Background: an optimization exercise with open tools, aiming at small area and a short achievable clock period. Do not read the settings as production practice.
Function was checked by simulation only, so behaviour that the tests miss may differ from the original.

## job 101
// instr_mem_sync
module instr_mem_sync (
  input  logic        clk,
  input  logic        reset,
  input  logic        fetch_req,
  input  logic [31:0] fetch_addr,
  output logic        fetch_ready,
  output logic        fetch_valid,
  output logic [31:0] fetch_instr,
  output logic        fetch_fault,
  input  logic        prog_we,
  input  logic [5:0]  prog_addr,
  input  logic [31:0] prog_data,
  output logic        busy
);
  localparam logic [31:0] FILL_WORD = 32'h00000013;
  logic          busy_q, busy_out_q, ready_out_q;
  logic [5:0]    clr_cnt_q;
  logic          fetch_valid_q, fetch_fault_q;
  logic [31:0]   fetch_instr_q;
  logic [2047:0] mem_q;
  always_ff @(posedge clk) begin
    if (reset) begin
      busy_q    <= 1'b1;
      clr_cnt_q <= '0;
    end else if (busy_q) begin
      clr_cnt_q <= clr_cnt_q + 1'b1;
      if (&clr_cnt_q) busy_q <= 1'b0;
    end
  end
  always_ff @(posedge clk) begin
    busy_out_q  <= reset | (busy_out_q & ~(&clr_cnt_q));
    ready_out_q <= ~reset & (ready_out_q | (&clr_cnt_q));
  end
  logic [31:0] wr_data;
  assign wr_data = busy_q ? FILL_WORD : prog_data;
  for (genvar i = 0; i < 64; i++) begin : g_word
    always_ff @(posedge clk) begin
      if (busy_q | (prog_we & (prog_addr == i[5:0])))
        mem_q[32*i +: 32] <= wr_data;
    end
  end
  logic        accept, fault, f;
  logic [63:0] sel [4];
  logic [31:0] rd_data;
  assign accept = fetch_req & ~busy_q;
  assign fault  = (|fetch_addr[1:0]) | (|fetch_addr[31:8]);
  assign f      = fault | reset;    
  logic [5:0] a_n;
  logic [7:0] lo_n, hi_n;
  for (genvar k = 0; k < 6; k++) begin : g_ainv
    imem_inv u_inv (.a(fetch_addr[2+k]), .y(a_n[k]));
  end
  for (genvar k = 0; k < 8; k++) begin : g_pre
    imem_nand3 u_lo (.a(k[0] ? fetch_addr[2] : a_n[0]), .b(k[1] ? fetch_addr[3] : a_n[1]),
                     .c(k[2] ? fetch_addr[4] : a_n[2]), .y(lo_n[k]));
    imem_nand3 u_hi (.a(k[0] ? fetch_addr[5] : a_n[3]), .b(k[1] ? fetch_addr[6] : a_n[4]),
  ...
==> module instr_mem_sync, before the edit <==
module instr_mem_sync (
  input  logic        clk,
  input  logic        reset,
  input  logic        fetch_req,
  input  logic [31:0] fetch_addr,
  output logic        fetch_ready,
  output logic        fetch_valid,
  output logic [31:0] fetch_instr,
  output logic        fetch_fault,
  input  logic        prog_we,
  input  logic [5:0]  prog_addr,
  input  logic [31:0] prog_data,
  output logic        busy
);
  localparam logic [31:0] FILL_WORD = 32'h00000013;
  logic          busy_q, busy_out_q, ready_out_q;
  logic [5:0]    clr_cnt_q;
  logic          fetch_valid_q, fetch_fault_q;
  logic [31:0]   fetch_instr_q;
  logic [2047:0] mem_q;
  always_ff @(posedge clk) begin
    if (reset) begin
      busy_q    <= 1'b1;
      clr_cnt_q <= '0;
    end else if (busy_q) begin
      clr_cnt_q <= clr_cnt_q + 1'b1;
      if (&clr_cnt_q) busy_q <= 1'b0;
    end
  end
  always_ff @(posedge clk) begin
    busy_out_q  <= reset | (busy_out_q & ~(&clr_cnt_q));
    ready_out_q <= ~reset & (ready_out_q | (&clr_cnt_q));
  end
  logic [31:0] wr_data;
  assign wr_data = busy_q ? FILL_WORD : prog_data;
  for (genvar i = 0; i < 64; i++) begin : g_word
    always_ff @(posedge clk) begin
      if (busy_q | (prog_we & (prog_addr == i[5:0])))
        mem_q[32*i +: 32] <= wr_data;
    end
  end
  logic        accept, fault, f;
  logic [63:0] sel [4];
  logic [31:0] rd_data;
  assign accept = fetch_req & ~busy_q;
  assign fault  = (|fetch_addr[1:0]) | (|fetch_addr[31:8]);
  assign f      = fault | reset;    
  logic [5:0] a_n;
  logic [7:0] lo_n, hi_n;
  for (genvar k = 0; k < 6; k++) begin : g_ainv
    imem_inv u_inv (.a(fetch_addr[2+k]), .y(a_n[k]));
  end
  for (genvar k = 0; k < 8; k++) begin : g_pre
    imem_nand3 u_lo (.a(k[0] ? fetch_addr[2] : a_n[0]), .b(k[1] ? fetch_addr[3] : a_n[1]),
                     .c(k[2] ? fetch_addr[4] : a_n[2]), .y(lo_n[k]));
    imem_nand3 u_hi (.a(k[0] ? fetch_addr[5] : a_n[3]), .b(k[1] ? fetch_addr[6] : a_n[4]),
                     .c(k[2] ? fetch_addr[7] : a_n[5]), .y(hi_n[k]));
  end
  for (genvar c = 0; c < 4; c++) begin : g_selc
    for (genvar w = 0; w < 64; w++) begin : g_sel
      imem_nor2 u_sel (.a(lo_n[w % 8]), .b(hi_n[w / 8]), .y(sel[c][w]));
    end
  end
  for (genvar b = 0; b < 32; b++) begin : g_rd
    logic [63:0] col;
    for (genvar i = 0; i < 64; i++) begin : g_col
      assign col[i] = mem_q[32*i + b];
    end
    imem_rd_bit #(.FILL(FILL_WORD[b])) u_rd (.sel(sel[b / 8]), .d(col), .f(f), .y(rd_data[b]));
  end
  always_ff @(posedge clk) begin
    if (reset) begin
      fetch_valid_q <= 1'b0;
      fetch_fault_q <= 1'b0;
    end else begin
      fetch_valid_q <= accept;
      fetch_fault_q <= accept & fault;
    end
    if (reset | accept) fetch_instr_q <= rd_data;
  end
  assign fetch_ready = ready_out_q;
  assign busy        = busy_out_q;
  assign fetch_valid = fetch_valid_q;
  assign fetch_fault = fetch_fault_q;
  assign fetch_instr = fetch_instr_q;
endmodule
==> flow/config.mk <==
export PLATFORM = sky130hd
export DESIGN_NAME = instr_mem_sync
export DESIGN_NICKNAME = instr_mem_sync
export VERILOG_FILES = /design/flow/design.v
export SDC_FILE = /design/flow/constraint.sdc
export NUM_CORES = 4
export LEC_CHECK = 0
export CAP_MARGIN = 20
export CORE_AREA = 2.3 2.72 471.5 266.56
export CTS_BUF_LIST = sky130_fd_sc_hd__clkbuf_16
export CTS_CLUSTER_DIAMETER = 100
export CTS_CLUSTER_SIZE = 20
export DIE_AREA = 0 0 473.8 269.28
export SETUP_SLACK_MARGIN = 1.8
export SLEW_MARGIN = 20
export SYNTH_HIERARCHICAL = 1
export TNS_END_PERCENT = 20
==> flow/constraint.sdc <==
create_clock -name core_clock -period 4.0 [get_ports {clk}]
set_input_delay 0.8000 -clock core_clock [delete_from_list [all_inputs] [get_ports {clk}]]
set_output_delay 0.8000 -clock core_clock [all_outputs]
set_load 0.01 [all_outputs]
standard.sh (not shown) runs the stock make flow with config.mk's settings and CLKGATE_MAP_FILE= SYNTH_SCRIPT=/design/flow/synth_recipe.tcl, a recipe that flattens the netlist after the stock synthesis.
==> flow/flow/run.sh <==
#!/bin/bash
# Layout flow: the standard flow (standard.sh), with the 64x32 memory flip-flops placed as a
# regular array before global placement (pre_gpl.tcl) and released again after it (post_gpl.tcl),
# and the pins placed in regions that match that array (pre_iop.tcl).
# Port buffers are buf_4 rather than the default pick (a slow delay buffer), and the resizer may
# swap a cell for any cell of the same function (MATCH_CELL_FOOTPRINT=0).
# Everything else -- synthesis, floorplan, power grid, CTS, routing -- is the standard flow.
# make's output goes to standard.log; each ORFS step keeps its own log under orfs/logs/.
set -euo pipefail
here=$(pwd)
export PRE_GLOBAL_PLACE_TCL=$here/flow/pre_gpl.tcl
export POST_GLOBAL_PLACE_TCL=$here/flow/post_gpl.tcl
export PRE_IO_PLACEMENT_TCL=$here/flow/pre_iop.tcl
export BUFFER_PORTS_ARGS="-buffer_cell sky130_fd_sc_hd__buf_4"
bash standard.sh MATCH_CELL_FOOTPRINT=0 finish > standard.log 2>&1
Other scripts of this flow, unchanged in this note and not shown: flow/flow/post_gpl.tcl, flow/flow/pre_gpl.tcl, flow/flow/pre_iop.tcl
Job 101 reached the final stage; the timing, design-rule and antenna checks on its layout passed.
## Diff of input files: job 102 against job 101
-- flow/design.v --
<<< job 101, line 33
  end
  logic [31:0] wr_data;
  assign wr_data = busy_q ? FILL_WORD : prog_data;
  for (genvar i = 0; i < 64; i++) begin : g_word
    always_ff @(posedge clk) begin
      if (busy_q | (prog_we & (prog_addr == i[5:0])))
        mem_q[32*i +: 32] <= wr_data;
    end
  end
>>> job 102, line 33
  end
  logic [31:0] wr_data;
  logic [7:0]  wr_lo, wr_hi;
  logic [63:0] wr_en [2];
  assign wr_data = busy_q ? FILL_WORD : prog_data;
  always_comb
    for (int k = 0; k < 8; k++) begin
      wr_lo[k] = busy_q | (prog_we & (prog_addr[2:0] == k[2:0]));
      wr_hi[k] = busy_q | (prog_addr[5:3] == k[2:0]);
    end
  for (genvar i = 0; i < 64; i++) begin : g_word
    for (genvar h = 0; h < 2; h++) begin : g_half
      imem_and2 u_we (.a(wr_lo[i % 8]), .b(wr_hi[i / 8]), .y(wr_en[h][i]));
      always_ff @(posedge clk) begin
        if (wr_en[h][i]) mem_q[32*i + 16*h +: 16] <= wr_data[16*h +: 16];
      end
    end
  end
<<< job 101, line 146
  assign y = ~(a | b);
endmodule
>>> job 102, line 155
  assign y = ~(a | b);
endmodule
module imem_and2 (
  input  logic a, b,
  output logic y
);
  assign y = a & b;
endmodule
## What came out
- Relative to job 101, the wire length on met1 of job 102 is lower by 690 um.
- Per the comparison of job 102 with job 101, peak per-stage delay on the critical path shows a reduction of 0.08 ns, synthesized instance count now sits higher, netlist area before placement went up 280 um^2, hold slack was more or less identical.
- Changes observed in job 102 relative to job 101: measured slew at the worst slew-check pin rose 0.0049 ns; design area fell about 1.5%; overall routing resource usage about even.
- Job 101 has a higher register-to-register setup slack than job 102.
- From job 101 to job 102 the numbers moved as follows: routed wire length decreased by 4.2% relative to the old numbers; fmax increased by about 2.4% relative to the old numbers; layout multi-input combinational cell count increased by about 3% relative to the old numbers; fraction of the core area covered by cells at the end of the flow decreased by 1.0 points relative to the old numbers.
- Relative to job 101, the length of routed met2 wiring measured on job 102 has decreased by a few percent.

==> static timing again, ports no longer ideal <==
No port has a modelled driver above. Below, the same layouts with a new extraction and two added sets of constraints.
Step 1 sets driving cells, clkbuf_16 on the clock port and buf_2 on the other inputs (assumed; they add their load-dependent delay and slew).
Step 2 adds t to the input delays and takes it off the output delays; t is the mean of the earliest and latest rising clock arrival at the registers after step 1. Input paths then give back, and output paths get back, about the clock's delay inside the block.
a / b / c = no drivers / after step 1 / after step 2; a / b = the first two.
| run | t, ns | setup slack, ns | worst setup path after step 2 | latest minus earliest clock arrival (ns) |
|---|---|---|---|---|
| job 101 | 0.790 | 1.565 / 1.549 / 0.759 | input to register | 0.044 / 0.043 |
| job 102 | 0.794 | 1.622 / 1.609 / 0.815 | input to register | 0.030 / 0.030 |
After both steps setup and hold are still met in every run listed. The setup slack of job 102, which loses most, moves by -0.013 ns with the drivers and by -0.807 ns with both steps.
